Source: an optimization exercise on an open RTL-to-GDS flow (aim: small area, a short achievable clock period and few clock cycles per item). Production flows keep margins and buffers that such runs may drop. Function was checked by simulation only, so behaviour that the tests miss may differ from the original. No activity file was given, so power comes from the tool's default toggle rates.

==> job 8931 <==
Design edf_packet_buffer_scheduler, start of the top module:
module edf_packet_buffer_scheduler (
   input  logic         clock,
   input  logic         reset,
   input  logic         req_valid,
   output logic         req_ready,
   input  logic         req_opcode,
   input  logic [7:0]   req_packet_count,
   input  logic [15:0]  req_packet_slack,
   input  logic [15:0]  req_packet_value,
   output logic         rsp_valid,
   input  logic         rsp_ready,
   output logic         rsp_sent,
   output logic [15:0]  rsp_sent_value,
   output logic         rsp_was_empty,
   output logic [6:0]   rsp_fill_level,
   output logic [31:0]  rsp_arrived_total,
   output logic [31:0]  rsp_dropped_total,
   output logic [31:0]  rsp_sent_total,
   output logic [47:0]  rsp_value_total,
   input  logic         psel,
   input  logic         penable,
   input  logic         pwrite,
   input  logic [2:0]   paddr,
   input  logic [31:0]  pwdata,
   output logic [31:0]  prdata,
   output logic         pready
);
   logic [6:0]  cap_ff;
   logic [6:0]  cap_eff;
   logic        pop;
   logic        head_valid, head_op;
  ...
Settings: LEC_CHECK=0, ABC_CLOCK_PERIOD_IN_PS=5000, CAP_MARGIN=20, CORE_MARGIN=2, CORE_UTILIZATION=30, PLACE_DENSITY=0.4, SETUP_SLACK_MARGIN=5, SLEW_MARGIN=20, TNS_END_PERCENT=5; clock period 10.0 ns.
run.sh (not shown) runs the stock make flow with config.mk's settings and CLKGATE_MAP_FILE= SYNTH_SCRIPT=/design/flow/synth_recipe.tcl, a recipe that flattens the netlist after the stock synthesis.
==> inputs of job 2989, as changes to job 8931 <==
--- a/flow/design.v
+++ b/flow/design.v
@@ -119,12 +119,14 @@
    logic        cv_ff;           
    logic        cop_ff;
    logic        cfirst_ff;       
    logic [7:0]  ccnt_ff;
    logic [16:0] csd_ff;          
    logic [15:0] cv16_ff;
+   logic [16:0] csdn_ff;
+   logic [15:0] cv16n_ff;
    logic [6:0]  crep_ff;         
    logic        crep_nz_ff;
    logic [6:0]  cexp_ff;         
    logic        cnz_ff;          
    logic        rv_ff;
    logic        rop_ff;
@@ -148,25 +150,24 @@
    logic [64:0] m0;       
    logic [64:0] cb;       
    logic [63:0] lt_sd, eq_sd, tl;
    logic [63:0] sel_l, sel_r, sel_n;
    logic [63:0] pa, pb;
    logic [5:0]  p_t;
-   logic [2:0]  m_t;
    logic [15:0] v_t;
    logic        mt_nz;
    logic [63:0] tg, tv, tg2, tv2;
    always_comb begin
       for (int j = 0; j < 64; j++) begin
          ent_d[j] = raw_d[j] ^ {17{(j % 2 == 1)}};
          ent_v[j] = raw_v[j] ^ {16{(j % 2 == 1)}};
          adj_p[j] = (ppend_ff && ent_p[j] > ppos_ff) ? ent_p[j] - 6'd1 : ent_p[j];
       end
    end
    for (genvar j = 0; j < 64; j++) begin : g_cmp
-      edf_cmp u_cmp (.a(ent_d[j]), .b(csd_ff), .lt(lt_sd[j]), .eq(eq_sd[j]));
+      edf_cmp u_cmp (.a(ent_d[j]), .b((j % 2 == 0) ? ~csdn_ff : csd_ff), .lt(lt_sd[j]), .eq(eq_sd[j]));
    end
    always_comb begin
       vld     = {1'b0, vld_ff};
       m0[64]  = 1'b0;
       pa[0] = vld[0];
       for (int j = 1; j < 64; j++) begin
@@ -193,17 +194,15 @@
             tg[j] = tg2[j] && tg2[j+w];
             tv[j] = tg2[j] ? tv2[j+w] : tv2[j];
          end
       end
       mt_nz = tv[0];
       p_t   = 6'd0;
-      m_t   = 3'd0;
       v_t   = 16'd0;
       for (int j = 0; j < 64; j++) begin
          p_t   = p_t | (tl[j] ? adj_p[j] : 6'd0);
-         m_t   = m_t | (tl[j] ? ent_m[j] : 3'd0);
          v_t   = v_t | (tl[j] ? ent_v[j] : 16'd0);
       end
    end
    logic        is_arr, is_tick;
    logic        want_app, want_rep, rep_ok, split;
    logic        ins_app, ins_rep, ins_r, ins_l, rm, rm_slot, expired, send, wrap;
@@ -214,14 +213,12 @@
    logic        emit, done;
    logic [6:0]  occ_nx;
    logic [15:0] t_nx;
    logic [6:0]  f_free, f_app, f_rest;
    logic [5:0]  p_new;
    logic [2:0]  m_new;
-   logic [2:0]  m_t_dec;
-   assign m_t_dec = m_t - 3'd1;
    assign is_arr   = cv_ff && !cop_ff;
    assign is_tick  = cv_ff && cop_ff;
    assign occ_nz   = vld_ff[0];
    assign occ_is1  = (occ_ff == 7'd1);
    assign tp1      = 17'(t_ff) + 17'd1;
    assign want_app = is_arr && room_ff && crep_nz_ff;
@@ -312,16 +309,16 @@
    end
    always_ff @(posedge clock) begin
       for (int j = 0; j < 64; j++) begin
          if (sel_l[j] || sel_r[j] || sel_n[j]) begin
             raw_d[j] <= ~(({17{sel_l[j]}} & raw_d[(j+1)%64]) |
                           ({17{sel_r[j]}} & raw_d[(j+63)%64]) |
-                          ({17{sel_n[j]}} & (csd_ff ^ {17{(j % 2 == 0)}})));
+                          ({17{sel_n[j]}} & ((j % 2 == 0) ? csdn_ff : csd_ff)));
             raw_v[j] <= ~(({16{sel_l[j]}} & raw_v[(j+1)%64]) |
                           ({16{sel_r[j]}} & raw_v[(j+63)%64]) |
-                          ({16{sel_n[j]}} & (cv16_ff ^ {16{(j % 2 == 0)}})));
+                          ({16{sel_n[j]}} & ((j % 2 == 0) ? cv16n_ff : cv16_ff)));
          end
          if (wrap) begin
             raw_d[j][16] <= (j % 2 == 1);
          end
       end
    end
@@ -338,13 +335,13 @@
             ent_m[j] <= m_new;
          end else if (j == 0 && ins_r && !want_app) begin
             ent_p[j] <= adj_p[j];
             ent_m[j] <= ent_m[j] - 3'(crep_ff);
          end else if (rm && !rm_slot && tl[j]) begin
             ent_p[j] <= adj_p[j];
-            ent_m[j] <= m_t_dec;
+            ent_m[j] <= ent_m[j] - 3'd1;
          end else begin
             ent_p[j] <= adj_p[j];
          end
       end
       ppos_ff <= p_t;
    end
@@ -394,13 +391,15 @@
       if (go) begin
          if (load) begin
             cop_ff     <= head_op;
             cfirst_ff  <= 1'b1;
             ccnt_ff    <= head_cnt;
             csd_ff     <= send ? sd_t1 : sd_t0;
+            csdn_ff    <= ~(send ? sd_t1 : sd_t0);
             cv16_ff    <= head_val;
+            cv16n_ff   <= ~head_val;
             crep_ff    <= head_op ? 7'd0 : ld_n[6:0];
             crep_nz_ff <= !head_op && (ld_n != 8'd0);
             cexp_ff    <= 7'd0;
             cnz_ff     <= 1'b0;
          end else begin
             cfirst_ff <= 1'b0;
@@ -425,13 +424,13 @@
             if (is_arr) begin
                rop_ff   <= 1'b0;
                rdrop_ff <= ccnt_ff - 8'(want_app ? f_all : 7'd0);
                rocc_ff  <= want_app ? occ_ff + f_all : occ_ff;
             end else begin
                rop_ff   <= 1'b1;
-               rocc_ff  <= occ_nx;
+               rocc_ff  <= occ_nz ? occ_ff - 7'd1 : occ_ff;
                if (!occ_nz) begin
                   rdrop_ff  <= 8'(cexp_ff);
                   rempty_ff <= !cnz_ff;
                end else if (expired) begin
                   rdrop_ff  <= 8'(exp_nx);
                   rempty_ff <= !nz_nx;
--- a/flow/config.mk
+++ b/flow/config.mk
@@ -6,10 +6,11 @@
 export NUM_CORES = 4
 export LEC_CHECK = 0
 export ABC_CLOCK_PERIOD_IN_PS = 5000
 export CAP_MARGIN = 20
 export CORE_MARGIN = 2
 export CORE_UTILIZATION = 30
+export CTS_BUF_LIST = sky130_fd_sc_hd__clkbuf_4 sky130_fd_sc_hd__clkbuf_8
 export PLACE_DENSITY = 0.4
 export SETUP_SLACK_MARGIN = 5
 export SLEW_MARGIN = 20
 export TNS_END_PERCENT = 5
==> inputs of job 1684, as changes to job 8931 <==
--- a/flow/design.v
+++ b/flow/design.v
@@ -119,12 +119,14 @@
    logic        cv_ff;           
    logic        cop_ff;
    logic        cfirst_ff;       
    logic [7:0]  ccnt_ff;
    logic [16:0] csd_ff;          
    logic [15:0] cv16_ff;
+   logic [16:0] csdn_ff;
+   logic [15:0] cv16n_ff;
    logic [6:0]  crep_ff;         
    logic        crep_nz_ff;
    logic [6:0]  cexp_ff;         
    logic        cnz_ff;          
    logic        rv_ff;
    logic        rop_ff;
@@ -148,25 +150,24 @@
    logic [64:0] m0;       
    logic [64:0] cb;       
    logic [63:0] lt_sd, eq_sd, tl;
    logic [63:0] sel_l, sel_r, sel_n;
    logic [63:0] pa, pb;
    logic [5:0]  p_t;
-   logic [2:0]  m_t;
    logic [15:0] v_t;
    logic        mt_nz;
    logic [63:0] tg, tv, tg2, tv2;
    always_comb begin
       for (int j = 0; j < 64; j++) begin
          ent_d[j] = raw_d[j] ^ {17{(j % 2 == 1)}};
          ent_v[j] = raw_v[j] ^ {16{(j % 2 == 1)}};
          adj_p[j] = (ppend_ff && ent_p[j] > ppos_ff) ? ent_p[j] - 6'd1 : ent_p[j];
       end
    end
    for (genvar j = 0; j < 64; j++) begin : g_cmp
-      edf_cmp u_cmp (.a(ent_d[j]), .b(csd_ff), .lt(lt_sd[j]), .eq(eq_sd[j]));
+      edf_cmp u_cmp (.a(ent_d[j]), .b((j % 2 == 0) ? ~csdn_ff : csd_ff), .lt(lt_sd[j]), .eq(eq_sd[j]));
    end
    always_comb begin
       vld     = {1'b0, vld_ff};
       m0[64]  = 1'b0;
       pa[0] = vld[0];
       for (int j = 1; j < 64; j++) begin
@@ -193,17 +194,15 @@
             tg[j] = tg2[j] && tg2[j+w];
             tv[j] = tg2[j] ? tv2[j+w] : tv2[j];
          end
       end
       mt_nz = tv[0];
       p_t   = 6'd0;
-      m_t   = 3'd0;
       v_t   = 16'd0;
       for (int j = 0; j < 64; j++) begin
          p_t   = p_t | (tl[j] ? adj_p[j] : 6'd0);
-         m_t   = m_t | (tl[j] ? ent_m[j] : 3'd0);
          v_t   = v_t | (tl[j] ? ent_v[j] : 16'd0);
       end
    end
    logic        is_arr, is_tick;
    logic        want_app, want_rep, rep_ok, split;
    logic        ins_app, ins_rep, ins_r, ins_l, rm, rm_slot, expired, send, wrap;
@@ -214,14 +213,12 @@
    logic        emit, done;
    logic [6:0]  occ_nx;
    logic [15:0] t_nx;
    logic [6:0]  f_free, f_app, f_rest;
    logic [5:0]  p_new;
    logic [2:0]  m_new;
-   logic [2:0]  m_t_dec;
-   assign m_t_dec = m_t - 3'd1;
    assign is_arr   = cv_ff && !cop_ff;
    assign is_tick  = cv_ff && cop_ff;
    assign occ_nz   = vld_ff[0];
    assign occ_is1  = (occ_ff == 7'd1);
    assign tp1      = 17'(t_ff) + 17'd1;
    assign want_app = is_arr && room_ff && crep_nz_ff;
@@ -312,16 +309,16 @@
    end
    always_ff @(posedge clock) begin
       for (int j = 0; j < 64; j++) begin
          if (sel_l[j] || sel_r[j] || sel_n[j]) begin
             raw_d[j] <= ~(({17{sel_l[j]}} & raw_d[(j+1)%64]) |
                           ({17{sel_r[j]}} & raw_d[(j+63)%64]) |
-                          ({17{sel_n[j]}} & (csd_ff ^ {17{(j % 2 == 0)}})));
+                          ({17{sel_n[j]}} & ((j % 2 == 0) ? csdn_ff : csd_ff)));
             raw_v[j] <= ~(({16{sel_l[j]}} & raw_v[(j+1)%64]) |
                           ({16{sel_r[j]}} & raw_v[(j+63)%64]) |
-                          ({16{sel_n[j]}} & (cv16_ff ^ {16{(j % 2 == 0)}})));
+                          ({16{sel_n[j]}} & ((j % 2 == 0) ? cv16n_ff : cv16_ff)));
          end
          if (wrap) begin
             raw_d[j][16] <= (j % 2 == 1);
          end
       end
    end
@@ -338,13 +335,13 @@
             ent_m[j] <= m_new;
          end else if (j == 0 && ins_r && !want_app) begin
             ent_p[j] <= adj_p[j];
             ent_m[j] <= ent_m[j] - 3'(crep_ff);
          end else if (rm && !rm_slot && tl[j]) begin
             ent_p[j] <= adj_p[j];
-            ent_m[j] <= m_t_dec;
+            ent_m[j] <= ent_m[j] - 3'd1;
          end else begin
             ent_p[j] <= adj_p[j];
          end
       end
       ppos_ff <= p_t;
    end
@@ -394,13 +391,15 @@
       if (go) begin
          if (load) begin
             cop_ff     <= head_op;
             cfirst_ff  <= 1'b1;
             ccnt_ff    <= head_cnt;
             csd_ff     <= send ? sd_t1 : sd_t0;
+            csdn_ff    <= ~(send ? sd_t1 : sd_t0);
             cv16_ff    <= head_val;
+            cv16n_ff   <= ~head_val;
             crep_ff    <= head_op ? 7'd0 : ld_n[6:0];
             crep_nz_ff <= !head_op && (ld_n != 8'd0);
             cexp_ff    <= 7'd0;
             cnz_ff     <= 1'b0;
          end else begin
             cfirst_ff <= 1'b0;
@@ -425,13 +424,13 @@
             if (is_arr) begin
                rop_ff   <= 1'b0;
                rdrop_ff <= ccnt_ff - 8'(want_app ? f_all : 7'd0);
                rocc_ff  <= want_app ? occ_ff + f_all : occ_ff;
             end else begin
                rop_ff   <= 1'b1;
-               rocc_ff  <= occ_nx;
+               rocc_ff  <= occ_nz ? occ_ff - 7'd1 : occ_ff;
                if (!occ_nz) begin
                   rdrop_ff  <= 8'(cexp_ff);
                   rempty_ff <= !cnz_ff;
                end else if (expired) begin
                   rdrop_ff  <= 8'(exp_nx);
                   rempty_ff <= !nz_nx;
--- a/flow/config.mk
+++ b/flow/config.mk
@@ -4,12 +4,14 @@
 export VERILOG_FILES = /design/flow/design.v
 export SDC_FILE = /design/flow/constraint.sdc
 export NUM_CORES = 4
 export LEC_CHECK = 0
 export ABC_CLOCK_PERIOD_IN_PS = 5000
 export CAP_MARGIN = 20
+export CELL_PAD_IN_SITES_DETAIL_PLACEMENT = 1
+export CELL_PAD_IN_SITES_GLOBAL_PLACEMENT = 1
 export CORE_MARGIN = 2
 export CORE_UTILIZATION = 30
-export PLACE_DENSITY = 0.4
+export PLACE_DENSITY = 0.45
 export SETUP_SLACK_MARGIN = 5
 export SLEW_MARGIN = 20
 export TNS_END_PERCENT = 5
==> notes <==
- Job 2989 went through all stages and came out clean. Job 1684 ran to the end with no violations. Job 8931 ran to the end with no violations.
- Cell count: job 8931 > job 2989 > job 1684.
- Non-clock buffer count, highest first: job 1684, job 8931, job 2989.
- The lowest worst hold slack belongs to job 8931, the highest to job 2989.
- The lowest power belongs to job 8931, the highest to job 1684.
- Synthesized area: job 8931 is lower than job 2989 (about 0.4%).
Testbench counts of job 8931, summed over its fixed seeds: cycles 4,065, items 3,200.
Testbench counts of job 2989, summed over its fixed seeds: cycles 4,065, items 3,200.
Testbench counts of job 1684, summed over its fixed seeds: cycles 4,065, items 3,200.

## what the ideal ports hide
The flow's constraints put no driver on any port. The routed layouts listed below were extracted and timed again, unchanged, in two steps. Step 1 assumes that a clkbuf_16 drives the clock port and a buf_2 every other input. Step 2 moves the port delays by t, midway between the first and last clock arrival at a register: inputs arrive t later, outputs are due t later. That takes back most of the time a late clock gives input paths. Slacks: ideal ports / drivers / drivers and shift; pairs: ideal ports / drivers.
| run | t (ns) | slack for setup (ns) | hold WS [ns] | worst setup path after step 2 | clock arrival spread, ns |
|---|---|---|---|---|---|
| job 8931 | 1.272 | 3.913 / 3.913 / 3.349 | 0.418 / 0.418 / 0.418 | input to register | 0.104 / 0.104 |
| job 2989 | 1.541 | 4.533 / 4.533 / 3.392 | 0.420 / 0.420 / 0.420 | input to register | 0.129 / 0.130 |
| job 1684 | 1.281 | 4.368 / 4.368 / 3.731 | 0.420 / 0.420 / 0.420 | input to register | 0.107 / 0.108 |
After both steps setup and hold are still met in every run listed. The setup slack of job 2989, which loses most, moves by 0.000 ns with the drivers and by -1.141 ns with both steps.
